Background: an optimization exercise with open tools, aiming at small area, a short achievable clock period and few clock cycles. Do not read the settings as production practice. At most, simulation tests tie the RTL to the original design; equivalence was not proved. For runs 4 and 5, only the layout was checked, not whether the RTL still works. Power is estimated from default activity; no workload was simulated.

==> design/flow/design.v <==
`default_nettype none
module multicycle_core #(
  parameter int DATA_W     = 32,
  parameter int IMEM_DEPTH = 16,
  parameter int DMEM_DEPTH = 16,
  parameter int MAX_INSTR  = 256
) (
  input  logic                          clk,
  input  logic                          rst,
  input  logic                          start,
  output logic                          busy,
  output logic                          done,
  output logic                          err,
  input  logic                          imem_we,
  input  logic [$clog2(IMEM_DEPTH)-1:0] imem_addr,
  input  logic [33:0]                   imem_wdata,
  output logic [$clog2(IMEM_DEPTH)-1:0] pc,
  input  logic [4:0]                    probe_reg_addr,
  output logic [DATA_W-1:0]             probe_reg_data,
  input  logic [$clog2(DMEM_DEPTH)-1:0] probe_dm_addr,
  output logic [DATA_W-1:0]             probe_dm_data
);
  localparam int c_IMEM_AW = $clog2(IMEM_DEPTH);
  localparam int c_DMEM_AW = $clog2(DMEM_DEPTH);
  localparam int c_CNT_W   = $clog2(MAX_INSTR + 1);
  logic                  r_busy;
  logic                  r_done;
  logic                  r_err;
  logic [c_IMEM_AW-1:0]  r_pc;      
  logic [c_CNT_W-1:0]    r_cnt;     
  logic [33:0]           r_ir;      
  logic                  r_go;      
  logic                  r_halt;    
  logic                  r_e_go;
  logic                  r_e_wen;       
  logic                  r_e_mem_write;
  logic                  r_e_load;      
  logic [2:0]            r_e_alu_ctl;
  logic [4:0]            r_e_dest;
  logic [DATA_W-1:0]     r_e_a;
  logic [DATA_W-1:0]     r_e_b;         
  logic [DATA_W-1:0]     r_e_st;        
  logic [33:0]           r_imem [IMEM_DEPTH];
  logic [DATA_W-1:0]     r_rf   [1:31];
  logic [31:1]           r_rf_v;
  logic [DATA_W-1:0]     r_dmem [DMEM_DEPTH];
  logic [DMEM_DEPTH-1:0] r_dm_v;
  logic [c_IMEM_AW-1:0]  w_fetch_addr;
  logic [33:0]           w_fetch;
  logic                  w_fetch_halt;
  always_ff @(posedge clk) begin
    if (imem_we && !r_busy) begin
      r_imem[imem_addr] <= imem_wdata;
    end
  end
  assign w_fetch_addr = r_busy ? r_pc : '0;
  logic [IMEM_DEPTH-1:0] w_sel_f;
  always_comb begin
    for (int j = 0; j < IMEM_DEPTH; j++) begin
      w_sel_f[j] = (w_fetch_addr == c_IMEM_AW'(j));
    end
  end
  for (genvar b = 0; b < 34; b++) begin : g_im_rd
    logic [IMEM_DEPTH-1:0] w_col;
    always_comb begin
      for (int j = 0; j < IMEM_DEPTH; j++) w_col[j] = r_imem[j][b];
    end
    ao_mux #(.N(IMEM_DEPTH)) u_rd (.d(w_col), .s(w_sel_f), .y(w_fetch[b]));
  end
  assign w_fetch_halt = (w_fetch == 34'd0);
  logic [4:0]            w_rs;
  logic [4:0]            w_rt;
  logic [4:0]            w_dest;
  logic [4:0]            w_ra_addr;
  logic [DATA_W-1:0]     w_ra;
  logic [DATA_W-1:0]     w_rb;
  logic [DATA_W-1:0]     w_wb_data;
  logic [DATA_W-1:0]     w_opa;
  logic [DATA_W-1:0]     w_opb;
  assign w_rs      = r_ir[25:21];
  assign w_rt      = r_ir[20:16];
  assign w_dest    = r_ir[31] ? r_ir[15:11] : r_ir[20:16];
  assign w_ra_addr = r_busy ? w_rs : probe_reg_addr;
  logic [31:1]           w_sel_a;
  logic [31:1]           w_sel_b;
  always_comb begin
    for (int i = 1; i < 32; i++) begin
      w_sel_a[i] = r_rf_v[i] && (w_ra_addr == 5'(i));
      w_sel_b[i] = r_rf_v[i] && (w_rt == 5'(i));
    end
  end
  for (genvar b = 0; b < DATA_W; b++) begin : g_rf_rd
    logic [31:1] w_col;
    always_comb begin
      for (int i = 1; i < 32; i++) w_col[i] = r_rf[i][b];
    end
    ao_mux #(.N(31)) u_ra (.d(w_col), .s(w_sel_a), .y(w_ra[b]));
    ao_mux #(.N(31)) u_rb (.d(w_col), .s(w_sel_b), .y(w_rb[b]));
  end
  assign w_opa = (r_e_go && r_e_wen && (r_e_dest == w_rs)) ? w_wb_data : w_ra;
  assign w_opb = (r_e_go && r_e_wen && (r_e_dest == w_rt)) ? w_wb_data : w_rb;
  logic [DATA_W-1:0]     w_sum;
  logic                  w_lt;
  logic [DATA_W-1:0]     w_alu_y;
  logic                  w_is_slt;
  assign w_sum    = r_e_a + (r_e_alu_ctl[2] ? ~r_e_b : r_e_b) + DATA_W'(r_e_alu_ctl[2]);
  assign w_lt     = (r_e_a[DATA_W-1] != r_e_b[DATA_W-1]) ? r_e_a[DATA_W-1] : w_sum[DATA_W-1];
  assign w_is_slt = (r_e_alu_ctl == 3'b111);
  always_comb begin
    case (r_e_alu_ctl)
      3'b000:  w_alu_y = r_e_a & r_e_b;
      3'b001:  w_alu_y = r_e_a | r_e_b;
      3'b010:  w_alu_y = w_sum;
      3'b110:  w_alu_y = w_sum;
      3'b111:  w_alu_y = {{(DATA_W-1){1'b0}}, w_lt};
      default: w_alu_y = '0;
    endcase
  end
  logic [c_DMEM_AW-1:0]  w_dm_addr_fast;
  logic [c_DMEM_AW-1:0]  w_dm_raddr;
  logic [DATA_W-1:0]     w_dm_rd;
  logic [DATA_W-1:0]     w_dm_word1;
  logic [DATA_W-1:0]     w_load;
  logic [c_DMEM_AW-1:0]  w_dm_idx;
  always_comb begin
    case (r_e_alu_ctl)
      3'b000:  w_dm_addr_fast = r_e_a[c_DMEM_AW-1:0] & r_e_b[c_DMEM_AW-1:0];
      3'b001:  w_dm_addr_fast = r_e_a[c_DMEM_AW-1:0] | r_e_b[c_DMEM_AW-1:0];
      3'b010:  w_dm_addr_fast = w_sum[c_DMEM_AW-1:0];
      3'b110:  w_dm_addr_fast = w_sum[c_DMEM_AW-1:0];
      default: w_dm_addr_fast = '0;
    endcase
  end
  assign w_dm_raddr = r_busy ? w_dm_addr_fast : probe_dm_addr;
  logic [DMEM_DEPTH-1:0] w_sel_d;
  always_comb begin
    for (int j = 0; j < DMEM_DEPTH; j++) begin
      w_sel_d[j] = r_dm_v[j] && (w_dm_raddr == c_DMEM_AW'(j));
    end
  end
  for (genvar b = 0; b < DATA_W; b++) begin : g_dm_rd
    logic [DMEM_DEPTH-1:0] w_col;
    always_comb begin
      for (int j = 0; j < DMEM_DEPTH; j++) w_col[j] = r_dmem[j][b];
    end
    ao_mux #(.N(DMEM_DEPTH)) u_rd (.d(w_col), .s(w_sel_d), .y(w_dm_rd[b]));
  end
  assign w_dm_word1 = r_dmem[1] & {DATA_W{r_dm_v[1]}};
  assign w_load     = (w_is_slt && w_lt) ? w_dm_word1 : w_dm_rd;
  assign w_dm_idx   = w_alu_y[c_DMEM_AW-1:0];
  assign w_wb_data  = r_e_load ? w_load : w_alu_y;
  always_ff @(posedge clk) begin
    for (int i = 1; i < 32; i++) begin
      if (r_e_go && r_e_wen && (r_e_dest == 5'(i))) begin
        r_rf[i] <= w_wb_data;
      end
    end
    for (int j = 0; j < DMEM_DEPTH; j++) begin
      if (r_e_go && r_e_mem_write && (w_dm_idx == c_DMEM_AW'(j))) begin
        r_dmem[j] <= r_e_st;
      end
    end
  end
  always_ff @(posedge clk or posedge rst) begin
    if (rst) begin
      r_rf_v <= '0;
      r_dm_v <= '0;
    end else begin
      for (int i = 1; i < 32; i++) begin
        if (r_e_go && r_e_wen && (r_e_dest == 5'(i))) begin
          r_rf_v[i] <= 1'b1;
        end
      end
      for (int j = 0; j < DMEM_DEPTH; j++) begin
        if (r_e_go && r_e_mem_write && (w_dm_idx == c_DMEM_AW'(j))) begin
          r_dm_v[j] <= 1'b1;
        end
      end
    end
  end
  always_ff @(posedge clk) begin
    r_e_a         <= w_opa;
    r_e_b         <= r_ir[30] ? DATA_W'($signed(r_ir[15:0])) : w_opb;
    r_e_st        <= w_opb;
    r_e_wen       <= r_ir[33] && (w_dest != 5'd0);
    r_e_mem_write <= r_ir[32];
    r_e_load      <= r_ir[26] && !r_ir[32];
    r_e_alu_ctl   <= r_ir[29:27];
    r_e_dest      <= w_dest;
  end
  always_ff @(posedge clk or posedge rst) begin
    if (rst) begin
      r_busy <= 1'b0;
      r_done <= 1'b0;
      r_err  <= 1'b0;
      r_pc   <= '0;
      r_cnt  <= '0;
      r_ir   <= '0;
      r_go   <= 1'b0;
      r_halt <= 1'b0;
      r_e_go <= 1'b0;
    end else if (!r_busy) begin
      r_e_go <= 1'b0;
      if (start) begin
        r_busy <= 1'b1;
        r_done <= 1'b0;
        r_err  <= 1'b0;
        r_pc   <= c_IMEM_AW'(1);
        r_cnt  <= '0;
        r_ir   <= w_fetch;
        r_halt <= w_fetch_halt;
        r_go   <= !w_fetch_halt;
      end
    end else if (r_go) begin
      r_e_go <= 1'b1;
      r_pc   <= r_pc + c_IMEM_AW'(1);
      r_cnt  <= r_cnt + c_CNT_W'(1);
      r_ir   <= w_fetch;
      r_halt <= w_fetch_halt;
      r_go   <= !w_fetch_halt && (r_cnt != c_CNT_W'(MAX_INSTR - 1));
    end else begin
      r_e_go <= 1'b0;
      r_busy <= 1'b0;
      r_done <= 1'b1;
      r_err  <= !r_halt;
    end
  end
  assign busy           = r_busy;
  assign done           = r_done;
  assign err            = r_err;
  assign pc             = r_pc;
  assign probe_reg_data = w_ra;
  assign probe_dm_data  = w_dm_rd;
endmodule
module ao_mux #(
  parameter int N = 16
) (
  input  logic [N-1:0] d,
  input  logic [N-1:0] s,
  output logic         y
);
  assign y = |(d & s);
endmodule
`default_nettype wire
==> design/flow/run.sh <==
#!/bin/bash
# synth_recipe.tcl (not shown) runs the flow's synth.tcl, then flattens the netlist and writes it again
# the make line also repeats each setting of config.mk as NAME=value (left out here)
make -C /OpenROAD-flow-scripts/flow DESIGN_CONFIG=/design/flow/config.mk WORK_HOME=/design/flow/orfs CLKGATE_MAP_FILE= SYNTH_SCRIPT=/design/flow/synth_recipe.tcl finish
==> design/flow/config.mk <==
export PLATFORM = sky130hd
export DESIGN_NAME = multicycle_core
export DESIGN_NICKNAME = multicycle_core
export VERILOG_FILES = /design/flow/design.v
export SDC_FILE = /design/flow/constraint.sdc
export NUM_CORES = 4
export LEC_CHECK = 0
export CAP_MARGIN = 20
export CELL_PAD_IN_SITES_GLOBAL_PLACEMENT = 2
export CORE_MARGIN = 2
export CORE_UTILIZATION = 25
export PLACE_DENSITY = 0.35
export SETUP_SLACK_MARGIN = 3
export SLEW_MARGIN = 20
export SYNTH_HIERARCHICAL = 1
export SYNTH_MINIMUM_KEEP_SIZE = 0
==> design/flow/constraint.sdc <==
create_clock -name core_clock -period 12.0 [get_ports {clk}]
set_input_delay 2.4000 -clock core_clock [delete_from_list [all_inputs] [get_ports {clk}]]
set_output_delay 2.4000 -clock core_clock [all_outputs]
set_load 0.01 [all_outputs]
==> flow_results.xml, run 1 <==
<?xml version="1.0" encoding="UTF-8"?>
<metrics>
  <group name="critical_path">
    <metric name="regToRegSetupSlack" unit="ns">4.75</metric>
    <metric name="ff2ff_path_depth" unit="">13</metric>
    <metric name="critical_path.slowest_cell" unit="">sky130_fd_sc_hd__and3_4</metric>
    <metric name="start_kind" unit="">primary input</metric>
    <metric name="critical_path.cell_chain" unit="">clkdlybuf4s50_1 &gt; nand2b_1 &gt; o22ai_1 &gt; and3_4 &gt; buf_4 &gt; a22oi_1 &gt; nand4_1 &gt; or4_1 &gt; clkdlybuf4s50_1</metric>
    <metric name="path_buf_inv" unit="">3</metric>
    <metric name="critical_path.reg2reg.endpoint" unit="">r_rf[23][16]</metric>
    <metric name="crit_path_max_delay_family" unit="">buffers and inverters</metric>
    <metric name="worst_ep_arrival_time" unit="ns">6.53</metric>
    <metric name="worst_path_most_repeated_cell" unit="">sky130_fd_sc_hd__clkdlybuf4s50_1</metric>
    <metric name="path_max_fanout" unit="">19</metric>
    <metric name="worst_r2r_startpoint" unit="">r_e_alu_ctl[2]</metric>
    <metric name="critical_path.endpoint_type" unit="">output port</metric>
    <metric name="max_stage_delay" unit="ns">0.75</metric>
    <metric name="timing_worst_setup_path_type" unit="">in2out</metric>
    <metric name="critical_path_data_required_time" unit="ns">9.60</metric>
  </group>
  <group name="power_and_ir_drop">
    <metric name="irDropWorstVdd" unit="mV">0.148</metric>
    <metric name="power_leakage" unit="nW">35.2</metric>
    <metric name="p_total" unit="mW">30.0</metric>
    <metric name="p_per_area" unit="nW/um^2">276</metric>
  </group>
  <group name="detailed_routing">
    <metric name="remaining_drc_errors" unit="">0</metric>
    <metric name="vias" unit="">59600</metric>
    <metric name="antenna_violation_net_count_after_detailed_routing" unit="">0</metric>
    <metric name="detail_route.wl_per_cell" unit="microns">40.6</metric>
    <metric name="drt-vias-per-instance" unit="">5.45</metric>
    <metric name="number_of_iterations_in_the_first_detailed_routing_pass" unit="">6</metric>
    <metric name="initialDrtViolationCount" unit="">6525</metric>
    <metric name="routed_wirelength" unit="microns">444000</metric>
  </group>
  <group name="yosys">
    <metric name="synth_enable_flop_cells" unit="">2048</metric>
    <metric name="synthDominantAreaCellType" unit="">sky130_fd_sc_hd__edfxtp_1</metric>
    <metric name="synth_seq_cells" unit="">2255</metric>
    <metric name="synthesis.yosys.warnings" unit="">9</metric>
    <metric name="synthesis.nets" unit="">5453</metric>
    <metric name="synthesis.area_per_instance" unit="sq um">16.9</metric>
    <metric name="synth_area_leaders" unit="">sky130_fd_sc_hd__edfxtp_1 68%, sky130_fd_sc_hd__a22oi_1 6.5%, sky130_fd_sc_hd__a221oi_2 5.4%</metric>
    <metric name="synth_cell_type_count" unit="">78</metric>
    <metric name="synth.cell_area" unit="sq um">90400</metric>
    <metric name="synthFlopType" unit="">sky130_fd_sc_hd__edfxtp_1</metric>
    <metric name="yosys.area.top_type_share" unit="%">68.0</metric>
    <metric name="syn_inst" unit="">5361</metric>
    <metric name="synth_async_sr_flop_share" unit="%">4.43</metric>
    <metric name="synth_seq_area_share" unit="%">73.2</metric>
  </group>
  <group name="placed_design">
    <metric name="detailedPlacementHpwl" unit="microns">266000</metric>
    <metric name="gp_routability_congestion" unit="">0.782</metric>
    <metric name="place.port_buffers" unit="">121</metric>
    <metric name="detailedPlace.worstSlack" unit="ns">2.81</metric>
  </group>
  <group name="floorplan">
    <metric name="io_pins" unit="">122</metric>
    <metric name="die_width" unit="microns">605</metric>
    <metric name="die-area" unit="sq um">366000</metric>
    <metric name="die_height" unit="microns">605</metric>
    <metric name="starting_density" unit="%">25.1</metric>
    <metric name="design.core.area" unit="sq um">359000</metric>
    <metric name="rows" unit="">220</metric>
  </group>
  <group name="final_layout">
    <metric name="multi_input_comb_area" unit="sq um">24700</metric>
    <metric name="final_common_cell" unit="">sky130_fd_sc_hd__edfxtp_1</metric>
    <metric name="seq_area" unit="sq um">66100</metric>
    <metric name="final.fill_count" unit="">35600</metric>
    <metric name="area_growth" unit="%">20.6</metric>
    <metric name="final_layout_size_suffix_gt1_share" unit="%">20.1</metric>
    <metric name="final_net_count" unit="">6015</metric>
    <metric name="final_cell_mix" unit="">2048 x sky130_fd_sc_hd__edfxtp_1, 779 x sky130_fd_sc_hd__a22oi_1, 333 x sky130_fd_sc_hd__a22o_1</metric>
    <metric name="finish.utilization" unit="%">30.3</metric>
  </group>
  <group name="timing">
    <metric name="grt_setup_unrepaired" unit="">no</metric>
    <metric name="max_slew_margin" unit="%">23.2</metric>
    <metric name="setup_tns" unit="ns">0</metric>
    <metric name="final_hold_viol_count" unit="">0</metric>
    <metric name="fin_skew" unit="ns">0.0443</metric>
    <metric name="maxClockFrequency" unit="MHz">112</metric>
    <metric name="final.period_utilization" unit="%">74.4</metric>
    <metric name="final-max-slew-violation-count" unit="">0</metric>
    <metric name="worst_slack" unit="ns">3.07</metric>
    <metric name="total_setup_violations_reported_at_the_end_of_the_flow" unit="">0</metric>
    <metric name="worstMarginPinSlew" unit="ns">1.15</metric>
    <metric name="layout_min_cycle_time" unit="ns">8.93</metric>
  </group>
  <group name="clock_tree">
    <metric name="cts_max_level" unit="">5</metric>
    <metric name="cts_tree" unit="">built</metric>
    <metric name="max-clock-path-buffers" unit="">4</metric>
    <metric name="root_buffer" unit="">sky130_fd_sc_hd__clkbuf_16</metric>
    <metric name="num_clock_sinks" unit="">2255</metric>
    <metric name="clkSlewWorstSetupHoldPaths" unit="ns">0.05</metric>
    <metric name="cts_inserted_buffers" unit="">291</metric>
    <metric name="insertion_delay" unit="ns">0.91</metric>
  </group>
  <group name="hold_path">
    <metric name="min_delay_worst_endpoint" unit="">r_e_alu_ctl[2]</metric>
    <metric name="whs_path_depth" unit="">0</metric>
    <metric name="hold_path.class" unit="">reg2reg</metric>
    <metric name="hold_start" unit="">r_ir[29]</metric>
  </group>
  <group name="global_route">
    <metric name="gr-total-overflow" unit="">0</metric>
    <metric name="initial_antenna_violation_count" unit="">37</metric>
    <metric name="wire_length_of_the_first_global_routing_pass" unit="microns">583000</metric>
    <metric name="grt_util_all_layers" unit="%">23.8</metric>
    <metric name="pin_count_of_the_biggest_net_entering_global_routing" unit="">52</metric>
    <metric name="grt_pass1_vias" unit="">59800</metric>
  </group>
  <group name="flow_run">
    <metric name="drv_cap" unit="">0</metric>
  </group>
  <group name="outcome">
    <metric name="outcome" unit="">timing/DRC/antenna clean</metric>
  </group>
</metrics>
==> final cells by class <==
type	count	share of cell area, %
diodes	12	0.0276
clock buffers	388	7.26
clock inverters	132	1.03
inverters	44	0.154
multi-input cells	2988	22.7
flip-flops and latches	2255	60.7
well taps	4773	5.48
repair buffers	343	2.69
==> synth_stat cells, types with 40 or more instances <==
library cell,number
sky130_fd_sc_hd__edfxtp_1,2048
sky130_fd_sc_hd__a22oi_1,779
sky130_fd_sc_hd__a22o_1,333
sky130_fd_sc_hd__a221oi_2,328
sky130_fd_sc_hd__nand4_1,213
sky130_fd_sc_hd__nor2_1,160
sky130_fd_sc_hd__nand2_1,152
sky130_fd_sc_hd__nand3_1,144
sky130_fd_sc_hd__dfxtp_1,107
sky130_fd_sc_hd__dfrtp_1,100
sky130_fd_sc_hd__and3_1,96
sky130_fd_sc_hd__mux2_2,72
sky130_fd_sc_hd__or4_1,65
sky130_fd_sc_hd__a222oi_1,64
sky130_fd_sc_hd__o21ai_0,64
sky130_fd_sc_hd__a21oi_1,63
sky130_fd_sc_hd__clkbuf_1,53
sky130_fd_sc_hd__xor2_1,50
sky130_fd_sc_hd__inv_1,43
sky130_fd_sc_hd__or2_2,42
sky130_fd_sc_hd__ha_1,40
==> repair_timing <==
item                       4_1_cts  5_1_grt
hold buffers                     0        0
setup endpoints to repair       44        4
setup buffers                    0        0
resized for setup                8        6
pin swaps                        0        0
==> registers in the layout, indices dropped and copies added (netlist names), 3 cells and up <==
register and count:
r_dmem 512, r_pc 4, r_imem 544, r_rf_v 31, r_dm_v 16, r_e_a 32, r_e_alu_ctl 3, r_cnt 9
r_e_st 32, r_rf 992, r_e_b 32, r_e_dest 5, r_ir 34
==> per-layer routing <==
metal,vias up,GRT usage [%],wire [microns]
met3,564,3.40,23700
li1,24500,-,-
met5,-,0,37
met1,32300,34.3,208000
met2,2222,36.8,199000
met4,6,6.87,13900
==> power breakdown <==
part | switching (mW) | internal (mW) | total, mW | leakage (nW)
registers | 0.654 | 10.7 | 11.3 | 20.8
logic | 7.33 | 2.89 | 10.2 | 9.95
clock network | 3.52 | 4.99 | 8.50 | 4.41
total | 11.5 | 18.5 | 30.0 | 35.2
==> through the flow <==
step / hold slack [ns] / instances / area [sq um]
after global routing: 0.385 / 10900 / 109000
final: 0.370 / 10900 / 109000
after detailed placement: 0.360 / 10400 / 99800
after CTS: 0.372 / 10900 / 109000
after floorplan: 0.344 / 5361 / 90400
after global placement: 0.361 / 10400 / 99800
==> kinds of logic after synthesis <==
| logic type | Yosys count | share of synthesized area (%) |
|---|---|---|
| flip-flops | 2255 | 73.2 |
| AO/OA/AOI/OAI | 1775 | 17.8 |
| AND/OR/NAND/NOR | 984 | 5.86 |
| buffers and inverters | 118 | 0.513 |
| multiplexers | 87 | 1.09 |
| XOR/XNOR | 74 | 0.717 |
| adder cells (fa/ha/maj) | 68 | 0.875 |
==> worst max path at each step <==
stage,start,to,slack (ns),depth (start not counted)
after floorplan,probe_reg_addr[1],probe_reg_data[10],5.18,6
after global placement,probe_reg_addr[2],probe_reg_data[6],3.03,8
after detailed placement,probe_reg_addr[2],probe_reg_data[6],2.81,8
after CTS,r_e_alu_ctl[2],probe_dm_data[30],3.03,16
after global routing,probe_reg_addr[0],probe_reg_data[12],3.02,11
final,probe_reg_addr[2],probe_reg_data[20],3.07,9
Testbench counts, summed over its fixed seeds: cycles 31,375.
==> inputs of run 2 (changes only) <==
--- a/design/flow/config.mk
+++ b/design/flow/config.mk
@@ -12,3 +12,3 @@
 export PLACE_DENSITY = 0.35
-export SETUP_SLACK_MARGIN = 3
+export SETUP_SLACK_MARGIN = 5
 export SLEW_MARGIN = 20
==> run 2 against run 1 <==
  * Global-route usage rose by 1.5 points
  * Maximum frequency grew 18%
  * Critical path depth increased by 9
==> flow_results.xml, run 2 <==
<?xml version="1.0" encoding="UTF-8"?>
<metrics>
  <group name="flow_run">
    <metric name="drv_cap" unit="">0</metric>
  </group>
  <group name="outcome">
    <metric name="outcome" unit="">timing/DRC/antenna clean</metric>
  </group>
  <group name="yosys">
    <metric name="synth_async_sr_flop_share" unit="%">4.43</metric>
    <metric name="syn_inst" unit="">5361</metric>
    <metric name="synth_area_leaders" unit="">sky130_fd_sc_hd__edfxtp_1 68%, sky130_fd_sc_hd__a22oi_1 6.5%, sky130_fd_sc_hd__a221oi_2 5.4%</metric>
    <metric name="post-synth-top-count-cell" unit="">sky130_fd_sc_hd__edfxtp_1</metric>
    <metric name="cell_types_with_the_highest_counts_after_synthesis" unit="">2048 x sky130_fd_sc_hd__edfxtp_1, 779 x sky130_fd_sc_hd__a22oi_1, 333 x sky130_fd_sc_hd__a22o_1</metric>
    <metric name="synth_cell_type_count" unit="">78</metric>
    <metric name="synthesis.area_per_instance" unit="sq um">16.9</metric>
    <metric name="yosys.area.top_type_share" unit="%">68.0</metric>
    <metric name="synth_seq_cells" unit="">2255</metric>
    <metric name="synth_enable_flop_cells" unit="">2048</metric>
    <metric name="synthFlopType" unit="">sky130_fd_sc_hd__edfxtp_1</metric>
    <metric name="synth_seq_area_share" unit="%">73.2</metric>
    <metric name="synthesis.yosys.warnings" unit="">9</metric>
    <metric name="synthesis.nets" unit="">5453</metric>
    <metric name="synth.cell_area" unit="sq um">90400</metric>
    <metric name="synthDominantAreaCellType" unit="">sky130_fd_sc_hd__edfxtp_1</metric>
  </group>
  <group name="critical_path">
    <metric name="path_max_fanout" unit="">6</metric>
    <metric name="critical_path_data_required_time" unit="ns">9.60</metric>
    <metric name="timing_worst_setup_path_type" unit="">in2out</metric>
    <metric name="worst_ep_arrival_time" unit="ns">5.19</metric>
    <metric name="critical_path.endpoint_type" unit="">output port</metric>
    <metric name="start_kind" unit="">primary input</metric>
  </group>
  <group name="timing">
    <metric name="final_hold_viol_count" unit="">0</metric>
    <metric name="fin_skew" unit="ns">0.0444</metric>
    <metric name="max_slew_margin" unit="%">22.5</metric>
    <metric name="worstMarginPinSlew" unit="ns">1.16</metric>
    <metric name="maxClockFrequency" unit="MHz">132</metric>
    <metric name="final-max-slew-violation-count" unit="">0</metric>
    <metric name="setup_tns" unit="ns">0</metric>
    <metric name="grt_setup_unrepaired" unit="">yes</metric>
    <metric name="layout_min_cycle_time" unit="ns">7.59</metric>
    <metric name="total_setup_violations_reported_at_the_end_of_the_flow" unit="">0</metric>
    <metric name="final.period_utilization" unit="%">63.2</metric>
  </group>
  <group name="global_route">
    <metric name="gr-total-overflow" unit="">0</metric>
    <metric name="grt_util_all_layers" unit="%">25.3</metric>
    <metric name="initial_antenna_violation_count" unit="">60</metric>
    <metric name="grt_pass1_vias" unit="">61000</metric>
    <metric name="wire_length_of_the_first_global_routing_pass" unit="microns">614000</metric>
    <metric name="pin_count_of_the_biggest_net_entering_global_routing" unit="">52</metric>
  </group>
  <group name="clock_tree">
    <metric name="root_buffer" unit="">sky130_fd_sc_hd__clkbuf_16</metric>
    <metric name="cts_max_level" unit="">5</metric>
    <metric name="max-clock-path-buffers" unit="">4</metric>
    <metric name="cts_inserted_buffers" unit="">291</metric>
    <metric name="insertion_delay" unit="ns">0.91</metric>
    <metric name="clkSlewWorstSetupHoldPaths" unit="ns">0.05</metric>
    <metric name="num_clock_sinks" unit="">2255</metric>
    <metric name="cts_tree" unit="">built</metric>
  </group>
  <group name="hold_path">
    <metric name="hold_path.class" unit="">reg2reg</metric>
  </group>
  <group name="floorplan">
    <metric name="die-area" unit="sq um">366000</metric>
    <metric name="rows" unit="">220</metric>
    <metric name="design.core.area" unit="sq um">359000</metric>
    <metric name="starting_density" unit="%">25.1</metric>
    <metric name="die_width" unit="microns">605</metric>
    <metric name="die_height" unit="microns">605</metric>
    <metric name="io_pins" unit="">122</metric>
  </group>
  <group name="power_and_ir_drop">
    <metric name="p_per_area" unit="nW/um^2">278</metric>
    <metric name="comb_power_share" unit="%">36.7</metric>
    <metric name="irDropWorstVdd" unit="mV">0.148</metric>
    <metric name="p_clk_share" unit="%">27.0</metric>
    <metric name="netSwitchingPower" unit="mW">12.2</metric>
    <metric name="power_leakage" unit="nW">37.5</metric>
    <metric name="share_seq_of_total_power" unit="%">36.2</metric>
    <metric name="cell_internal_pwr" unit="mW">19.3</metric>
    <metric name="swShare" unit="%">38.6</metric>
  </group>
  <group name="placed_design">
    <metric name="gp_routability_congestion" unit="">0.782</metric>
    <metric name="numPlacedInstances" unit="">10400</metric>
    <metric name="place.port_buffers" unit="">121</metric>
    <metric name="detailedPlacementHpwl" unit="microns">266000</metric>
  </group>
  <group name="final_layout">
    <metric name="layoutNonFillerInstCount" unit="">11200</metric>
    <metric name="final_cell_mix" unit="">2048 x sky130_fd_sc_hd__edfxtp_1, 749 x sky130_fd_sc_hd__a22oi_1, 356 x sky130_fd_sc_hd__buf_4</metric>
    <metric name="area_growth" unit="%">25.5</metric>
    <metric name="final_common_cell" unit="">sky130_fd_sc_hd__edfxtp_1</metric>
    <metric name="final_layout_size_suffix_gt1_share" unit="%">26.4</metric>
    <metric name="final.fill_count" unit="">35400</metric>
    <metric name="largestRegisters" unit="">r_rf (992), r_imem (544), r_dmem (512)</metric>
    <metric name="largest_register_ffs" unit="">992</metric>
    <metric name="final_net_count" unit="">6317</metric>
    <metric name="largest-register" unit="">r_rf</metric>
  </group>
  <group name="detailed_routing">
    <metric name="remaining_drc_errors" unit="">0</metric>
    <metric name="routed_wirelength" unit="microns">473000</metric>
    <metric name="initialDrtViolationCount" unit="">7758</metric>
    <metric name="antenna_violation_net_count_after_detailed_routing" unit="">0</metric>
    <metric name="number_of_iterations_in_the_first_detailed_routing_pass" unit="">7</metric>
    <metric name="detail_route.wl_per_cell" unit="microns">42.1</metric>
    <metric name="drt-vias-per-instance" unit="">5.51</metric>
    <metric name="vias" unit="">61900</metric>
  </group>
</metrics>
run 2: critical path, cell delays in order:
cell	delay, ns
sky130_fd_sc_hd__buf_8	0.10
sky130_fd_sc_hd__nand2_4	0.06
sky130_fd_sc_hd__nor2_4	0.04
sky130_fd_sc_hd__a31oi_4	0.24
sky130_fd_sc_hd__buf_6	0.13
sky130_fd_sc_hd__buf_6	0.09
sky130_fd_sc_hd__nor2_4	0.04
sky130_fd_sc_hd__and3_4	0.15
sky130_fd_sc_hd__buf_12	0.14
sky130_fd_sc_hd__buf_12	0.14
sky130_fd_sc_hd__buf_16	0.14
sky130_fd_sc_hd__buf_12	0.15
sky130_fd_sc_hd__buf_12	0.14
sky130_fd_sc_hd__buf_6	0.10
sky130_fd_sc_hd__a22oi_2	0.16
sky130_fd_sc_hd__nand4_1	0.16
sky130_fd_sc_hd__or4_4	0.58
sky130_fd_sc_hd__buf_6	0.16
run 2: cell type report:
class	instances	area, sq um	area share, %
antenna	15	37.5	0.0331
multi-input combinational	3008	25700	22.6
tap	4773	5970	5.26
clock inverter	132	1120	0.985
timing repair buffer	625	6450	5.69
clock buffer	388	7910	6.97
inverter	44	174	0.153
sequential	2255	66200	58.3
run 2: cell families (layout without fill, tap and decap cells):
| logic type | Yosys count | count (layout) | synth area share (%) |
|---|---|---|---|
| AOI/OAI and AO/OA | 1775 | 1775 | 17.8 |
| xor gates and xnor gates | 74 | 74 | 0.717 |
| adders and majority gates | 68 | 68 | 0.875 |
| buffers and inverters | 118 | 1189 | 0.513 |
| DFF | 2255 | 2255 | 73.2 |
| muxes | 87 | 87 | 1.09 |
| other | 0 | 15 | 0 |
| and+or+nand+nor | 984 | 1004 | 5.86 |
run 2: repair_timing:
action,CTS,global route
pin swaps,111,82
setup buffers,228,49
hold buffers,0,0
endpoints found under the setup margin,375,93
cloned,23,1
resized for setup,489,108
run 2: power by group through the flow:
stage / clock [mW] / combinational (mW) / sequential, mW
after CTS: 8.77 / 11.7 / 11.4
after global placement: 0 / 10.5 / 11.5
final: 8.53 / 11.6 / 11.4
after floorplan: 0 / 4.65 / 11.2
after global routing: 9.03 / 12.2 / 11.5
after detailed placement: 0 / 10.5 / 11.5
run 2: routing by layer:
layer	routed length [microns]	global-route usage (%)	up-vias
met5	135	0	-
met4	15100	7.50	18
met3	30000	4.42	618
met2	204000	37.8	2620
met1	223000	37.1	33500
li1	-	-	25100
run 2: worst paths after layout:
check | endpoint | from | slack, ns | cells past startpoint
min in group asynchronous | r_done | rst | 1.98 | 2
worst min register to register | r_e_alu_ctl[2] | r_ir[29] | 0.37 | 0
worst min-delay path | r_e_alu_ctl[2] | r_ir[29] | 0.37 | 0
worst max register to register | r_rf[23][16] | r_e_alu_ctl[2] | 5.41 | 14
max in group asynchronous | r_ir[30] | rst | 8.53 | 3
worst max-delay path | probe_reg_data[11] | probe_reg_addr[0] | 4.41 | 18
run 2: through the flow:
| stage | power (mW) | instance area (sq um) | hold slack, ns | utilization [%] | worst slack, ns |
|---|---|---|---|---|---|
| after floorplan | 15.8 | 90400 | 0.344 | - | 5.18 |
| after detailed placement | 22.0 | 99800 | 0.360 | 27.8 | 2.81 |
| after global placement | 22.0 | 99800 | 0.361 | 27.8 | 3.03 |
| after CTS | 31.9 | 113000 | 0.372 | 31.3 | 4.13 |
| after global routing | 32.8 | 113000 | 0.384 | 31.6 | 4.38 |
| final | 31.5 | 113000 | 0.370 | 31.6 | 4.41 |
==> inputs of run 3 (changes only) <==
--- a/design/flow/config.mk
+++ b/design/flow/config.mk
@@ -12,3 +12,2 @@
 export PLACE_DENSITY = 0.35
-export SETUP_SLACK_MARGIN = 5
 export SLEW_MARGIN = 20
==> run 3 against run 2 <==
  * Power shrank 4.8%
  * Flip-flop and latch count is the same
  * First-iteration DRC count shrank 15%
  * Sequential power is essentially flat
  * Register-to-register slack lost 0.70 ns
  * Routed wire length shrank 6.1%
  * Core utilization shrank 1.3 points
  * Final cell count shrank 2.7%
  * Die area is the same
  * Design area shrank 4.0%
  * Critical path type unchanged
==> flow_results.xml, run 3 <==
<?xml version="1.0" encoding="UTF-8"?>
<metrics>
  <group name="yosys">
    <metric name="cell_types_with_the_highest_counts_after_synthesis" unit="">2048 x sky130_fd_sc_hd__edfxtp_1, 779 x sky130_fd_sc_hd__a22oi_1, 333 x sky130_fd_sc_hd__a22o_1</metric>
    <metric name="yosys.area.top_type_share" unit="%">68.0</metric>
    <metric name="synth_enable_flop_cells" unit="">2048</metric>
    <metric name="synthesis.area_per_instance" unit="sq um">16.9</metric>
    <metric name="synthDominantAreaCellType" unit="">sky130_fd_sc_hd__edfxtp_1</metric>
    <metric name="synthFlopType" unit="">sky130_fd_sc_hd__edfxtp_1</metric>
    <metric name="post-synth-top-count-cell" unit="">sky130_fd_sc_hd__edfxtp_1</metric>
    <metric name="synth.cell_area" unit="sq um">90400</metric>
    <metric name="synthesis.nets" unit="">5453</metric>
    <metric name="synthesis.yosys.warnings" unit="">9</metric>
    <metric name="synth_seq_cells" unit="">2255</metric>
    <metric name="synth_area_leaders" unit="">sky130_fd_sc_hd__edfxtp_1 68%, sky130_fd_sc_hd__a22oi_1 6.5%, sky130_fd_sc_hd__a221oi_2 5.4%</metric>
    <metric name="synth_async_sr_flop_share" unit="%">4.43</metric>
    <metric name="synth_seq_area_share" unit="%">73.2</metric>
    <metric name="syn_inst" unit="">5361</metric>
    <metric name="synth_cell_type_count" unit="">78</metric>
  </group>
  <group name="clock_tree">
    <metric name="clkSlewWorstSetupHoldPaths" unit="ns">0.05</metric>
    <metric name="max-clock-path-buffers" unit="">4</metric>
    <metric name="cts_tree" unit="">built</metric>
    <metric name="postCtsSetupRepairBufs" unit="">0</metric>
    <metric name="root_buffer" unit="">sky130_fd_sc_hd__clkbuf_16</metric>
    <metric name="insertion_delay" unit="ns">0.91</metric>
    <metric name="cts_max_level" unit="">5</metric>
    <metric name="cts_inserted_buffers" unit="">291</metric>
    <metric name="postCtsResizedCells" unit="">0</metric>
    <metric name="num_clock_sinks" unit="">2255</metric>
    <metric name="cts_hold_buffers" unit="">0</metric>
  </group>
  <group name="critical_path">
    <metric name="critical_path.endpoint_type" unit="">output port</metric>
    <metric name="timing_worst_setup_path_type" unit="">in2out</metric>
    <metric name="critical_path.cell_chain" unit="">clkdlybuf4s50_1 &gt; o32ai_1 &gt; and3_4 &gt; buf_4 &gt; a22oi_1 &gt; nand4_1 &gt; or4_1 &gt; clkdlybuf4s50_1</metric>
    <metric name="critical_path_data_required_time" unit="ns">9.60</metric>
    <metric name="critical_path.slowest_cell" unit="">sky130_fd_sc_hd__o32ai_1</metric>
    <metric name="path_max_fanout" unit="">20</metric>
    <metric name="start_kind" unit="">primary input</metric>
    <metric name="max_stage_delay" unit="ns">1.01</metric>
    <metric name="worst_path_most_repeated_cell" unit="">sky130_fd_sc_hd__clkdlybuf4s50_1</metric>
    <metric name="worst_ep_arrival_time" unit="ns">6.68</metric>
  </group>
  <group name="final_layout">
    <metric name="final_cell_mix" unit="">2048 x sky130_fd_sc_hd__edfxtp_1, 779 x sky130_fd_sc_hd__a22oi_1, 333 x sky130_fd_sc_hd__a22o_1</metric>
    <metric name="largest_register_ffs" unit="">992</metric>
    <metric name="largest-register" unit="">r_rf</metric>
    <metric name="finish.utilization" unit="%">30.3</metric>
    <metric name="final_common_cell" unit="">sky130_fd_sc_hd__edfxtp_1</metric>
    <metric name="final_layout_size_suffix_gt1_share" unit="%">20.1</metric>
    <metric name="area_growth" unit="%">20.5</metric>
    <metric name="largestRegisters" unit="">r_rf (992), r_imem (544), r_dmem (512)</metric>
    <metric name="multi_input_comb_area" unit="sq um">24600</metric>
    <metric name="final.fill_count" unit="">35600</metric>
    <metric name="fin_area" unit="sq um">109000</metric>
    <metric name="final_net_count" unit="">6016</metric>
    <metric name="seq_area" unit="sq um">66100</metric>
  </group>
  <group name="power_and_ir_drop">
    <metric name="p_total" unit="mW">30.0</metric>
    <metric name="cell_internal_pwr" unit="mW">18.5</metric>
    <metric name="share_seq_of_total_power" unit="%">37.7</metric>
    <metric name="p_per_area" unit="nW/um^2">275</metric>
    <metric name="swShare" unit="%">38.3</metric>
    <metric name="irDropWorstVdd" unit="mV">0.147</metric>
    <metric name="comb_power_share" unit="%">34.0</metric>
    <metric name="p_clk_share" unit="%">28.3</metric>
    <metric name="power_leakage" unit="nW">35.2</metric>
    <metric name="netSwitchingPower" unit="mW">11.5</metric>
  </group>
  <group name="flow_run">
    <metric name="drv_cap" unit="">0</metric>
  </group>
  <group name="global_route">
    <metric name="pin_count_of_the_biggest_net_entering_global_routing" unit="">52</metric>
    <metric name="gr-total-overflow" unit="">0</metric>
    <metric name="wire_length_of_the_first_global_routing_pass" unit="microns">582000</metric>
    <metric name="grt_pass1_vias" unit="">59800</metric>
    <metric name="initial_antenna_violation_count" unit="">37</metric>
    <metric name="grt_util_all_layers" unit="%">23.8</metric>
  </group>
  <group name="timing">
    <metric name="total_setup_violations_reported_at_the_end_of_the_flow" unit="">0</metric>
    <metric name="grt_setup_unrepaired" unit="">no</metric>
    <metric name="final.hold.worst_slack" unit="ns">0.369</metric>
    <metric name="final-max-slew-violation-count" unit="">0</metric>
    <metric name="setup_tns" unit="ns">0</metric>
    <metric name="final_hold_viol_count" unit="">0</metric>
    <metric name="fin_skew" unit="ns">0.0437</metric>
    <metric name="worstMarginPinSlew" unit="ns">1.14</metric>
    <metric name="max_slew_margin" unit="%">24.2</metric>
    <metric name="final.period_utilization" unit="%">75.7</metric>
    <metric name="layout_min_cycle_time" unit="ns">9.08</metric>
    <metric name="maxClockFrequency" unit="MHz">110</metric>
  </group>
  <group name="detailed_routing">
    <metric name="remaining_drc_errors" unit="">0</metric>
    <metric name="drt-vias-per-instance" unit="">5.44</metric>
    <metric name="antenna_violation_net_count_after_detailed_routing" unit="">0</metric>
    <metric name="number_of_iterations_in_the_first_detailed_routing_pass" unit="">8</metric>
    <metric name="wl_met2" unit="microns">199000</metric>
    <metric name="vias" unit="">59500</metric>
    <metric name="routedLengthMet1" unit="microns">208000</metric>
    <metric name="routed-wl-met3" unit="microns">23300</metric>
    <metric name="detail_route.wl_per_cell" unit="microns">40.6</metric>
    <metric name="initialDrtViolationCount" unit="">6623</metric>
    <metric name="routed_wirelength" unit="microns">444000</metric>
    <metric name="uppermost_signal_routing_layer_after_detailed_routing" unit="">met5</metric>
  </group>
  <group name="floorplan">
    <metric name="design.core.area" unit="sq um">359000</metric>
    <metric name="die_height" unit="microns">605</metric>
    <metric name="die_width" unit="microns">605</metric>
    <metric name="rows" unit="">220</metric>
    <metric name="io_pins" unit="">122</metric>
    <metric name="die-area" unit="sq um">366000</metric>
    <metric name="starting_density" unit="%">25.1</metric>
  </group>
  <group name="placed_design">
    <metric name="postPlaceCellArea" unit="sq um">99800</metric>
    <metric name="detailedPlacementHpwl" unit="microns">266000</metric>
    <metric name="place.port_buffers" unit="">121</metric>
    <metric name="gp_routability_congestion" unit="">0.782</metric>
  </group>
  <group name="outcome">
    <metric name="outcome" unit="">timing/DRC/antenna clean</metric>
  </group>
  <group name="hold_path">
    <metric name="hold_path.class" unit="">reg2reg</metric>
  </group>
</metrics>
==> run 3: cell counts after synthesis <==
Identical to the previous run, type by type.
==> run 3: final timing paths <==
kind	slack, ns	cells past startpoint	from	endpoint
max in group asynchronous	8.54	3	rst	r_ir[30]
worst max-delay path	2.92	8	probe_reg_addr[2]	probe_reg_data[12]
worst min register to register	0.37	0	r_ir[29]	r_e_alu_ctl[2]
worst max register to register	4.71	18	r_e_alu_ctl[2]	r_rf[13][6]
worst min-delay path	0.37	0	r_ir[29]	r_e_alu_ctl[2]
min in group asynchronous	1.97	2	rst	r_done
==> run 3: power by group through the flow <==
stage | logic [mW] | clock network (mW) | registers [mW]
after floorplan | 4.65 | 0 | 11.2
after global routing | 10.8 | 9.03 | 11.4
after global placement | 10.5 | 0 | 11.5
final | 10.2 | 8.50 | 11.3
after CTS | 10.5 | 8.77 | 11.3
after detailed placement | 10.5 | 0 | 11.5
==> run 3: critical path: cells and delay by family <==
family / cells / cell delay (ns)
and+or+nand+nor: 3 / 1.18
AOI/OAI and AO/OA: 2 / 1.19
buffers and inverters: 3 / 1.84
==> run 3: cell type report <==
class                           instances  share of cell area, %
Tap cell                             4773                   5.48
Clock buffer                          388                   7.26
Antenna cell                           12                 0.0276
Multi-Input combinational cell       2988                   22.6
Inverter                               44                  0.154
Sequential cell                      2255                   60.7
Clock inverter                        132                   1.03
Timing Repair Buffer                  344                   2.72
==> run 3: cell families after synthesis <==
| family | count (synthesis) | synth area share [%] |
|---|---|---|
| adders and majority gates | 68 | 0.875 |
| muxes | 87 | 1.09 |
| and+or+nand+nor | 984 | 5.86 |
| buffers and inverters | 118 | 0.513 |
| AOI/OAI and AO/OA | 1775 | 17.8 |
| xor gates and xnor gates | 74 | 0.717 |
| DFF | 2255 | 73.2 |
==> run 3: layer usage <==
layer | vias up | GRT usage (%)
met5 | - | 0
met4 | 6 | 6.87
met3 | 555 | 3.40
met2 | 2266 | 36.8
met1 | 32200 | 34.3
li1 | 24500 | -
==> run 3: stage by stage <==
step           cells  worst slack (ns)
2_1_floorplan   5361              5.18
3_3_place_gp   10400              3.03
3_5_place_dp   10400              2.81
4_1_cts        10900              2.76
5_1_grt        10900              2.63
6_report       10900              2.92
==> inputs of run 4 (changes only) <==
--- a/design/flow/design.v
+++ b/design/flow/design.v
@@ -190,2 +190,6 @@
   end
+  logic w_issue;    
+  logic w_load_ir;  
+  assign w_issue   = r_busy && r_go;
+  assign w_load_ir = w_issue || (!r_busy && start);
   always_ff @(posedge clk or posedge rst) begin
@@ -196,31 +200,32 @@
       r_pc   <= '0;
-      r_cnt  <= '0;
-      r_ir   <= '0;
-      r_go   <= 1'b0;
-      r_halt <= 1'b0;
       r_e_go <= 1'b0;
-    end else if (!r_busy) begin
-      r_e_go <= 1'b0;
-      if (start) begin
-        r_busy <= 1'b1;
-        r_done <= 1'b0;
-        r_err  <= 1'b0;
-        r_pc   <= c_IMEM_AW'(1);
-        r_cnt  <= '0;
-        r_ir   <= w_fetch;
-        r_halt <= w_fetch_halt;
-        r_go   <= !w_fetch_halt;
-      end
-    end else if (r_go) begin
-      r_e_go <= 1'b1;
-      r_pc   <= r_pc + c_IMEM_AW'(1);
-      r_cnt  <= r_cnt + c_CNT_W'(1);
+    end else begin
+      r_e_go <= w_issue;
+      if (!r_busy) begin
+        if (start) begin
+          r_busy <= 1'b1;
+          r_done <= 1'b0;
+          r_err  <= 1'b0;
+          r_pc   <= c_IMEM_AW'(1);
+        end
+      end else if (r_go) begin
+        r_pc   <= r_pc + c_IMEM_AW'(1);
+      end else begin
+        r_busy <= 1'b0;
+        r_done <= 1'b1;
+        r_err  <= !r_halt;
+      end
+    end
+  end
+  always_ff @(posedge clk) begin
+    if (w_load_ir) begin
       r_ir   <= w_fetch;
       r_halt <= w_fetch_halt;
-      r_go   <= !w_fetch_halt && (r_cnt != c_CNT_W'(MAX_INSTR - 1));
-    end else begin
-      r_e_go <= 1'b0;
-      r_busy <= 1'b0;
-      r_done <= 1'b1;
-      r_err  <= !r_halt;
+    end
+    if (!r_busy) begin
+      r_cnt <= '0;
+      r_go  <= !w_fetch_halt;
+    end else if (r_go) begin
+      r_cnt <= r_cnt + c_CNT_W'(1);
+      r_go  <= !w_fetch_halt && (r_cnt != c_CNT_W'(MAX_INSTR - 1));
     end
--- a/design/flow/config.mk
+++ b/design/flow/config.mk
@@ -7,2 +7,3 @@
 export LEC_CHECK = 0
+export ABC_CLOCK_PERIOD_IN_PS = 5000
 export CAP_MARGIN = 20
@@ -10,4 +11,5 @@
 export CORE_MARGIN = 2
-export CORE_UTILIZATION = 25
-export PLACE_DENSITY = 0.35
+export CORE_UTILIZATION = 45
+export PLACE_DENSITY = 0.6
+export SETUP_SLACK_MARGIN = 5
 export SLEW_MARGIN = 20
==> run 4 against run 3 <==
  * Global-route usage is 9.4 points higher
  * Sequential power barely moved
  * Via count up 0.32%
  * Die area decreased by 44%
  * Combinational power barely moved
  * Largest cell class unchanged
  * Largest power group unchanged
==> flow_results.xml, run 4 <==
<?xml version="1.0" encoding="UTF-8"?>
<metrics>
  <group name="timing">
    <metric name="final.hold.worst_slack" unit="ns">0.340</metric>
    <metric name="layout_min_cycle_time" unit="ns">7.36</metric>
    <metric name="setup_tns" unit="ns">0</metric>
    <metric name="max_slew_margin" unit="%">31.0</metric>
    <metric name="grt_setup_unrepaired" unit="">yes</metric>
    <metric name="worstMarginPinSlew" unit="ns">1.03</metric>
    <metric name="worst_slack" unit="ns">4.64</metric>
    <metric name="final-max-slew-violation-count" unit="">0</metric>
    <metric name="final_hold_viol_count" unit="">0</metric>
    <metric name="total_setup_violations_reported_at_the_end_of_the_flow" unit="">0</metric>
    <metric name="fin_skew" unit="ns">0.0428</metric>
    <metric name="maxClockFrequency" unit="MHz">136</metric>
    <metric name="final.period_utilization" unit="%">61.3</metric>
  </group>
  <group name="critical_path">
    <metric name="critical_path_data_required_time" unit="ns">9.60</metric>
    <metric name="worst_ep_arrival_time" unit="ns">4.96</metric>
    <metric name="start_kind" unit="">primary input</metric>
    <metric name="critical_path.slowest_cell" unit="">sky130_fd_sc_hd__or4_4</metric>
    <metric name="max_stage_delay" unit="ns">0.60</metric>
    <metric name="worst_path_most_repeated_cell" unit="">sky130_fd_sc_hd__buf_4</metric>
    <metric name="timing_worst_setup_path_type" unit="">in2out</metric>
    <metric name="path_max_fanout" unit="">13</metric>
    <metric name="critical_path.endpoint_type" unit="">output port</metric>
    <metric name="crit_path_from" unit="">probe_reg_addr[0]</metric>
    <metric name="ff2ff_path_depth" unit="">14</metric>
    <metric name="critical_path.reg2reg.endpoint" unit="">r_e_a[1]</metric>
    <metric name="setup.worst_path.end" unit="">probe_reg_data[15]</metric>
    <metric name="regToRegSetupSlack" unit="ns">6.30</metric>
    <metric name="worst_r2r_startpoint" unit="">r_e_alu_ctl[2]</metric>
    <metric name="critical_path.cell_chain" unit="">buf_8 &gt; nor3b_4 &gt; a31oi_2 &gt; buf_4 &gt; nor2_4 &gt; and3_4 &gt; buf_16 &gt; buf_4 &gt; a222oi_1 &gt; nand3_1 &gt; or4_4 &gt; buf_2</metric>
  </group>
  <group name="power_and_ir_drop">
    <metric name="p_clk_share" unit="%">25.3</metric>
    <metric name="p_per_area" unit="nW/um^2">264</metric>
    <metric name="p_total" unit="mW">28.5</metric>
    <metric name="share_seq_of_total_power" unit="%">39.9</metric>
    <metric name="swShare" unit="%">36.1</metric>
    <metric name="netSwitchingPower" unit="mW">10.3</metric>
    <metric name="power_leakage" unit="nW">35.9</metric>
    <metric name="comb_power_share" unit="%">34.8</metric>
    <metric name="irDropWorstVdd" unit="mV">0.191</metric>
    <metric name="cell_internal_pwr" unit="mW">18.2</metric>
  </group>
  <group name="yosys">
    <metric name="synth_seq_cells" unit="">2255</metric>
    <metric name="syn_inst" unit="">5235</metric>
    <metric name="synth_area_leaders" unit="">sky130_fd_sc_hd__edfxtp_1 69%, sky130_fd_sc_hd__a22oi_1 6.5%, sky130_fd_sc_hd__a221oi_2 5.5%</metric>
    <metric name="cell_types_with_the_highest_counts_after_synthesis" unit="">2083 x sky130_fd_sc_hd__edfxtp_1, 775 x sky130_fd_sc_hd__a22oi_1, 330 x sky130_fd_sc_hd__a22o_1</metric>
    <metric name="post-synth-top-count-cell" unit="">sky130_fd_sc_hd__edfxtp_1</metric>
    <metric name="synth_cell_type_count" unit="">81</metric>
    <metric name="synthFlopType" unit="">sky130_fd_sc_hd__edfxtp_1</metric>
    <metric name="synthDominantAreaCellType" unit="">sky130_fd_sc_hd__edfxtp_1</metric>
    <metric name="yosys.area.top_type_share" unit="%">69.5</metric>
    <metric name="synth_seq_area_share" unit="%">73.6</metric>
    <metric name="synthesis.nets" unit="">5324</metric>
    <metric name="synthesis.yosys.warnings" unit="">9</metric>
    <metric name="synth_enable_flop_cells" unit="">2083</metric>
    <metric name="synth_async_sr_flop_share" unit="%">2.44</metric>
    <metric name="synthesis.area_per_instance" unit="sq um">17.2</metric>
    <metric name="synth.cell_area" unit="sq um">90000</metric>
  </group>
  <group name="detailed_routing">
    <metric name="initialDrtViolationCount" unit="">7913</metric>
    <metric name="antenna_violation_net_count_after_detailed_routing" unit="">0</metric>
    <metric name="drt-vias-per-instance" unit="">6.79</metric>
    <metric name="number_of_iterations_in_the_first_detailed_routing_pass" unit="">8</metric>
    <metric name="routed_wirelength" unit="microns">346000</metric>
    <metric name="detail_route.wl_per_cell" unit="microns">39.3</metric>
    <metric name="vias" unit="">59700</metric>
    <metric name="remaining_drc_errors" unit="">0</metric>
  </group>
  <group name="final_layout">
    <metric name="largestRegisters" unit="">r_rf (992), r_imem (544), r_dmem (512)</metric>
    <metric name="fin_area" unit="sq um">108000</metric>
    <metric name="finish.utilization" unit="%">54.2</metric>
    <metric name="largest_register_ffs" unit="">992</metric>
    <metric name="largest-register" unit="">r_rf</metric>
    <metric name="final.fill_count" unit="">16000</metric>
    <metric name="seq_area" unit="sq um">66300</metric>
    <metric name="layoutNonFillerInstCount" unit="">8798</metric>
    <metric name="final_layout_size_suffix_gt1_share" unit="%">24.9</metric>
    <metric name="final_cell_mix" unit="">2083 x sky130_fd_sc_hd__edfxtp_1, 752 x sky130_fd_sc_hd__a22oi_1, 329 x sky130_fd_sc_hd__a22o_1</metric>
    <metric name="final_net_count" unit="">6027</metric>
    <metric name="area_growth" unit="%">19.9</metric>
    <metric name="final_common_cell" unit="">sky130_fd_sc_hd__edfxtp_1</metric>
    <metric name="multi_input_comb_area" unit="sq um">24900</metric>
  </group>
  <group name="placed_design">
    <metric name="numPlacedInstances" unit="">8147</metric>
    <metric name="gp_routability_congestion" unit="">0.836</metric>
    <metric name="place.port_buffers" unit="">121</metric>
    <metric name="postPlaceCellArea" unit="sq um">96500</metric>
    <metric name="detailedPlace.worstSlack" unit="ns">3.36</metric>
    <metric name="detailedPlacementHpwl" unit="microns">186000</metric>
  </group>
  <group name="hold_path">
    <metric name="hold_path.class" unit="">reg2reg</metric>
    <metric name="hold_start" unit="">r_ir[27]</metric>
  </group>
  <group name="global_route">
    <metric name="gr-total-overflow" unit="">0</metric>
    <metric name="pin_count_of_the_biggest_net_entering_global_routing" unit="">56</metric>
    <metric name="grt_util_all_layers" unit="%">33.1</metric>
    <metric name="initial_antenna_violation_count" unit="">26</metric>
    <metric name="wire_length_of_the_first_global_routing_pass" unit="microns">470000</metric>
    <metric name="grt_pass1_vias" unit="">57500</metric>
  </group>
  <group name="clock_tree">
    <metric name="insertion_delay" unit="ns">0.89</metric>
    <metric name="num_clock_sinks" unit="">2255</metric>
    <metric name="cts_max_level" unit="">4</metric>
    <metric name="clkSlewWorstSetupHoldPaths" unit="ns">0.06</metric>
    <metric name="cts_tree" unit="">built</metric>
    <metric name="max-clock-path-buffers" unit="">3</metric>
    <metric name="cts_inserted_buffers" unit="">235</metric>
    <metric name="root_buffer" unit="">sky130_fd_sc_hd__clkbuf_16</metric>
  </group>
  <group name="floorplan">
    <metric name="die-area" unit="sq um">204000</metric>
    <metric name="starting_density" unit="%">45.2</metric>
    <metric name="design.core.area" unit="sq um">199000</metric>
    <metric name="rows" unit="">164</metric>
    <metric name="die_height" unit="microns">451</metric>
    <metric name="io_pins" unit="">122</metric>
    <metric name="die_width" unit="microns">451</metric>
  </group>
  <group name="outcome">
    <metric name="outcome" unit="">timing/DRC/antenna clean</metric>
  </group>
  <group name="flow_run">
    <metric name="drv_cap" unit="">0</metric>
  </group>
</metrics>
==> run 4: cell count changes in the layout (fill, tap and decap cells not counted), moves of 27 or more <==
| cell | previous run | this run |
|---|---|---|
| sky130_fd_sc_hd__a22oi_1 | 779 | 752 |
| sky130_fd_sc_hd__buf_12 | 2 | 70 |
| sky130_fd_sc_hd__buf_4 | 216 | 266 |
| sky130_fd_sc_hd__buf_6 | 0 | 54 |
| sky130_fd_sc_hd__clkbuf_16 | 301 | 244 |
| sky130_fd_sc_hd__clkdlybuf4s50_1 | 121 | 48 |
| sky130_fd_sc_hd__dfrtp_1 | 98 | 54 |
| sky130_fd_sc_hd__edfxtp_1 | 2048 | 2083 |
| sky130_fd_sc_hd__nand2_1 | 152 | 105 |
| sky130_fd_sc_hd__nor2_1 | 90 | 60 |
| sky130_fd_sc_hd__or4_1 | 65 | 33 |
| sky130_fd_sc_hd__or4_4 | 0 | 32 |
==> run 4: layout make-up <==
type                       instances  share of cell area (%)
multi-input combinational       2895                    23.1
clock inverter                   106                   0.994
sequential                      2255                    61.4
timing repair buffer             521                    5.34
antenna                            7                  0.0162
clock buffer                     328                    6.01
tap                             2656                    3.08
inverter                          30                   0.104
==> run 4: what timing repair did <==
item,in CTS,in global routing
pin swaps,168,105
endpoints found under the setup margin,64,64
gates resized for setup,512,103
buffers inserted,134,43
endpoints found under the hold margin,0,0
cloned,27,6
hold buffers,0,0
==> run 4: logic make-up (layout without fill, tap and decap cells) <==
group	after synthesis	count (layout)	share of synthesized area (%)
buffers and inverters	91	985	0.442
AND/OR/NAND/NOR	932	938	5.69
XOR/XNOR	64	64	0.623
adder cells (fa/ha/maj)	62	62	0.803
multiplexers	77	77	0.972
AO/OA/AOI/OAI	1754	1754	17.9
flip-flops	2255	2255	73.6
other	0	7	0
==> run 4: per-layer routing <==
layer | part of all wire, % | GRT usage, % | vias up
li1 | - | - | 24400
met1 | 41 | 46.9 | 31400
met2 | 45 | 50.9 | 3345
met3 | 10 | 7.17 | 554
met4 | 3.6 | 11.1 | 22
met5 | 0.040 | 0 | -
==> run 4: worst min path at each step <==
stage | cells past startpoint | end | slack [ns]
global placement | 0 | r_e_alu_ctl[1] | 0.33
CTS | 0 | r_e_alu_ctl[0] | 0.34
global route | 0 | r_e_alu_ctl[0] | 0.35
floorplan | 0 | r_e_alu_ctl[0] | 0.32
finish | 0 | r_e_alu_ctl[0] | 0.34
detailed placement | 0 | r_e_alu_ctl[0] | 0.33
==> run 4: power groups by stage <==
stage / registers [mW] / clock network [mW] / logic (mW)
after floorplan: 11.2 / 0 / 4.31
after global placement: 11.5 / 0 / 8.78
after detailed placement: 11.5 / 0 / 8.81
after CTS: 11.4 / 7.31 / 9.77
after global routing: 11.4 / 7.62 / 10.4
final: 11.4 / 7.22 / 9.92
==> run 4: critical path, delay by kind of cell <==
family | cells | cell delay (ns)
and+or+nand+nor | 5 | 1.19
buffers and inverters | 5 | 0.78
AOI/OAI and AO/OA | 2 | 0.54
==> inputs of run 5 (changes only) <==
--- a/design/flow/config.mk
+++ b/design/flow/config.mk
@@ -7,3 +7,2 @@
 export LEC_CHECK = 0
-export ABC_CLOCK_PERIOD_IN_PS = 5000
 export CAP_MARGIN = 20
@@ -11,4 +10,7 @@
 export CORE_MARGIN = 2
-export CORE_UTILIZATION = 45
-export PLACE_DENSITY = 0.6
+export CORE_UTILIZATION = 25
+export CTS_BUF_LIST = sky130_fd_sc_hd__clkbuf_8
+export CTS_CLUSTER_DIAMETER = 60
+export CTS_CLUSTER_SIZE = 24
+export PLACE_DENSITY = 0.35
 export SETUP_SLACK_MARGIN = 5
==> run 5 against run 4 <==
  * Core utilization is 23 points lower
  * Global-route usage is 8.1 points lower
  * Clock power is 9.8% lower
  * Power is 2.4% higher
  * Clock skew is 0.062 ns higher
  * Critical path type unchanged
==> flow_results.xml, run 5 <==
<?xml version="1.0" encoding="UTF-8"?>
<metrics>
  <group name="outcome">
    <metric name="outcome" unit="">timing/DRC/antenna clean</metric>
  </group>
  <group name="yosys">
    <metric name="post-synth-top-count-cell" unit="">sky130_fd_sc_hd__edfxtp_1</metric>
    <metric name="synthesis.nets" unit="">5324</metric>
    <metric name="synth_cell_type_count" unit="">81</metric>
    <metric name="yosys.area.top_type_share" unit="%">69.5</metric>
    <metric name="synth_enable_flop_cells" unit="">2083</metric>
    <metric name="synth_async_sr_flop_share" unit="%">2.44</metric>
    <metric name="synthesis.area_per_instance" unit="sq um">17.2</metric>
    <metric name="synth.cell_area" unit="sq um">90000</metric>
    <metric name="cell_types_with_the_highest_counts_after_synthesis" unit="">2083 x sky130_fd_sc_hd__edfxtp_1, 775 x sky130_fd_sc_hd__a22oi_1, 330 x sky130_fd_sc_hd__a22o_1</metric>
    <metric name="synthFlopType" unit="">sky130_fd_sc_hd__edfxtp_1</metric>
    <metric name="synth_seq_area_share" unit="%">73.6</metric>
    <metric name="synth_seq_cells" unit="">2255</metric>
    <metric name="syn_inst" unit="">5235</metric>
    <metric name="synthesis.yosys.warnings" unit="">9</metric>
    <metric name="synth_area_leaders" unit="">sky130_fd_sc_hd__edfxtp_1 69%, sky130_fd_sc_hd__a22oi_1 6.5%, sky130_fd_sc_hd__a221oi_2 5.5%</metric>
    <metric name="synthDominantAreaCellType" unit="">sky130_fd_sc_hd__edfxtp_1</metric>
  </group>
  <group name="placed_design">
    <metric name="postPlaceCellArea" unit="sq um">99300</metric>
    <metric name="gp_routability_congestion" unit="">0.759</metric>
    <metric name="place.port_buffers" unit="">121</metric>
    <metric name="detailedPlacementHpwl" unit="microns">250000</metric>
  </group>
  <group name="clock_tree">
    <metric name="cts_max_level" unit="">5</metric>
    <metric name="max-clock-path-buffers" unit="">4</metric>
    <metric name="cts_inserted_buffers" unit="">287</metric>
    <metric name="insertion_delay" unit="ns">1.10</metric>
    <metric name="num_clock_sinks" unit="">2255</metric>
    <metric name="cts_tree" unit="">built</metric>
    <metric name="cts_hold_buffers" unit="">0</metric>
    <metric name="root_buffer" unit="">sky130_fd_sc_hd__clkbuf_8</metric>
    <metric name="clkSlewWorstSetupHoldPaths" unit="ns">0.08</metric>
  </group>
  <group name="critical_path">
    <metric name="critical_path_data_required_time" unit="ns">9.60</metric>
    <metric name="regToRegSetupSlack" unit="ns">5.79</metric>
    <metric name="start_kind" unit="">primary input</metric>
    <metric name="timing_worst_setup_path_type" unit="">in2out</metric>
    <metric name="path_max_fanout" unit="">5</metric>
    <metric name="critical_path.endpoint_type" unit="">output port</metric>
    <metric name="worst_ep_arrival_time" unit="ns">4.97</metric>
  </group>
  <group name="detailed_routing">
    <metric name="wl_met2" unit="microns">206000</metric>
    <metric name="routedLengthMet1" unit="microns">218000</metric>
    <metric name="uppermost_signal_routing_layer_after_detailed_routing" unit="">met5</metric>
    <metric name="drt-vias-per-instance" unit="">5.49</metric>
    <metric name="vias" unit="">60900</metric>
    <metric name="antenna_violation_net_count_after_detailed_routing" unit="">0</metric>
    <metric name="routed_wirelength" unit="microns">470000</metric>
    <metric name="initialDrtViolationCount" unit="">7305</metric>
    <metric name="number_of_iterations_in_the_first_detailed_routing_pass" unit="">7</metric>
    <metric name="detail_route.wl_per_cell" unit="microns">42.4</metric>
    <metric name="remaining_drc_errors" unit="">0</metric>
    <metric name="routed-wl-met3" unit="microns">33700</metric>
  </group>
  <group name="timing">
    <metric name="fin_skew" unit="ns">0.105</metric>
    <metric name="max_slew_margin" unit="%">21.2</metric>
    <metric name="final.period_utilization" unit="%">61.5</metric>
    <metric name="total_setup_violations_reported_at_the_end_of_the_flow" unit="">0</metric>
    <metric name="final-max-slew-violation-count" unit="">0</metric>
    <metric name="layout_min_cycle_time" unit="ns">7.37</metric>
    <metric name="final_hold_viol_count" unit="">0</metric>
    <metric name="worstMarginPinSlew" unit="ns">1.18</metric>
    <metric name="maxClockFrequency" unit="MHz">136</metric>
    <metric name="final.hold.worst_slack" unit="ns">0.342</metric>
    <metric name="setup_tns" unit="ns">0</metric>
    <metric name="grt_setup_unrepaired" unit="">yes</metric>
  </group>
  <group name="hold_path">
    <metric name="hold_path.class" unit="">reg2reg</metric>
  </group>
  <group name="final_layout">
    <metric name="seq_area" unit="sq um">66300</metric>
    <metric name="final_common_cell" unit="">sky130_fd_sc_hd__edfxtp_1</metric>
    <metric name="largest_register_ffs" unit="">992</metric>
    <metric name="final.fill_count" unit="">35200</metric>
    <metric name="final_cell_mix" unit="">2083 x sky130_fd_sc_hd__edfxtp_1, 765 x sky130_fd_sc_hd__a22oi_1, 329 x sky130_fd_sc_hd__a22o_1</metric>
    <metric name="final_layout_size_suffix_gt1_share" unit="%">28.0</metric>
    <metric name="area_growth" unit="%">23.0</metric>
    <metric name="fin_area" unit="sq um">111000</metric>
    <metric name="final_net_count" unit="">6158</metric>
    <metric name="multi_input_comb_area" unit="sq um">25400</metric>
    <metric name="largest-register" unit="">r_rf</metric>
    <metric name="largestRegisters" unit="">r_rf (992), r_imem (544), r_dmem (512)</metric>
  </group>
  <group name="power_and_ir_drop">
    <metric name="p_per_area" unit="nW/um^2">264</metric>
    <metric name="power_leakage" unit="nW">36.0</metric>
    <metric name="irDropWorstVdd" unit="mV">0.173</metric>
  </group>
  <group name="global_route">
    <metric name="pin_count_of_the_biggest_net_entering_global_routing" unit="">43</metric>
    <metric name="grt_util_all_layers" unit="%">25.0</metric>
    <metric name="gr-total-overflow" unit="">0</metric>
    <metric name="grt_pass1_vias" unit="">59700</metric>
    <metric name="initial_antenna_violation_count" unit="">71</metric>
    <metric name="wire_length_of_the_first_global_routing_pass" unit="microns">606000</metric>
  </group>
  <group name="floorplan">
    <metric name="starting_density" unit="%">25.1</metric>
    <metric name="io_pins" unit="">122</metric>
    <metric name="die_width" unit="microns">604</metric>
    <metric name="die-area" unit="sq um">365000</metric>
    <metric name="design.core.area" unit="sq um">359000</metric>
    <metric name="rows" unit="">220</metric>
    <metric name="die_height" unit="microns">604</metric>
  </group>
  <group name="flow_run">
    <metric name="drv_cap" unit="">0</metric>
  </group>
</metrics>
## run 5: cell counts after synthesis
Identical to the previous run, type by type.
## run 5: worst paths after layout
kind / startpoint / to / cells past startpoint
max in group asynchronous: rst / r_rf_v[27] / 3
min in group asynchronous: rst / r_done / 2
max reg2reg: r_e_alu_ctl[2] / r_e_a[1] / 13
min reg2reg: r_ir[27] / r_e_alu_ctl[0] / 0
max: probe_reg_addr[0] / probe_reg_data[21] / 13
min: r_ir[27] / r_e_alu_ctl[0] / 0
## run 5: through the flow
stage | utilization [%] | total power, mW | worst slack [ns] | std cells
floorplan | - | 15.5 | 5.15 | 5235
global placement | 27.7 | 21.6 | 3.06 | 10300
detailed placement | 27.7 | 21.6 | 3.24 | 10300
CTS | 30.7 | 29.6 | 4.66 | 11100
global route | 30.9 | 30.4 | 4.61 | 11100
finish | 30.9 | 29.2 | 4.63 | 11100
## run 5: worst max-delay path, cell delays in order
cell                       delay (ns)
sky130_fd_sc_hd__buf_8           0.10
sky130_fd_sc_hd__nor3b_4         0.15
sky130_fd_sc_hd__a31oi_4         0.25
sky130_fd_sc_hd__nor2_4          0.09
sky130_fd_sc_hd__buf_6           0.13
sky130_fd_sc_hd__and3_4          0.23
sky130_fd_sc_hd__buf_12          0.17
sky130_fd_sc_hd__buf_12          0.14
sky130_fd_sc_hd__a22o_1          0.21
sky130_fd_sc_hd__a221oi_2        0.22
sky130_fd_sc_hd__nand3_2         0.15
sky130_fd_sc_hd__or4_4           0.56
sky130_fd_sc_hd__buf_6           0.15
## run 5: power breakdown
| part | switching, mW | internal [mW] |
|---|---|---|
| Clock | 3.49 | 3.02 |
| Combinational | 7.61 | 3.49 |
| Sequential | 0.861 | 10.7 |
| Total | 12.0 | 17.2 |
## run 5: timing repair
action                     4_1_cts  5_1_grt
setup endpoints to repair       96       64
setup buffers                  225       16
gates resized for setup        574       30
cloned                          43        3
pin swaps                      207       72
## run 5: cell type report
cell class              count  share of cell area [%]
diodes                     17                  0.0384
clock buffers             304                    3.78
clock inverters           219                    1.91
inverters                  30                   0.102
multi-input cells        2913                    22.9
flip-flops and latches   2255                    59.9
well taps                4773                    5.39
repair buffers            582                    5.97
## run 5: kinds of logic (layout without fill, tap and decap cells)
kind of cell / after synthesis / count (layout) / share of synthesized area (%)
compound gates: 1754 / 1754 / 17.9
xor+xnor: 64 / 64 / 0.623
simple gates: 932 / 956 / 5.69
fa+ha+maj: 62 / 62 / 0.803
other cells: 0 / 17 / 0
buf+inv: 91 / 1135 / 0.442
flops: 2255 / 2255 / 73.6
mux: 77 / 77 / 0.972
## run 5: per-layer routing
metal	GRT usage (%)	vias up
li1	-	24700
met1	36.2	33000
met2	38.1	2658
met3	5.03	561
met4	5.82	26
met5	0.211	-

Re-timed with assumed drivers on the ports (clkbuf_16 on the clock, buf_2 on other inputs), run 5 has 4.586 ns of setup slack against 4.626 ns with ideal ports, and 4.586 ns once port delays also move by the mid clock arrival of 1.147 ns.
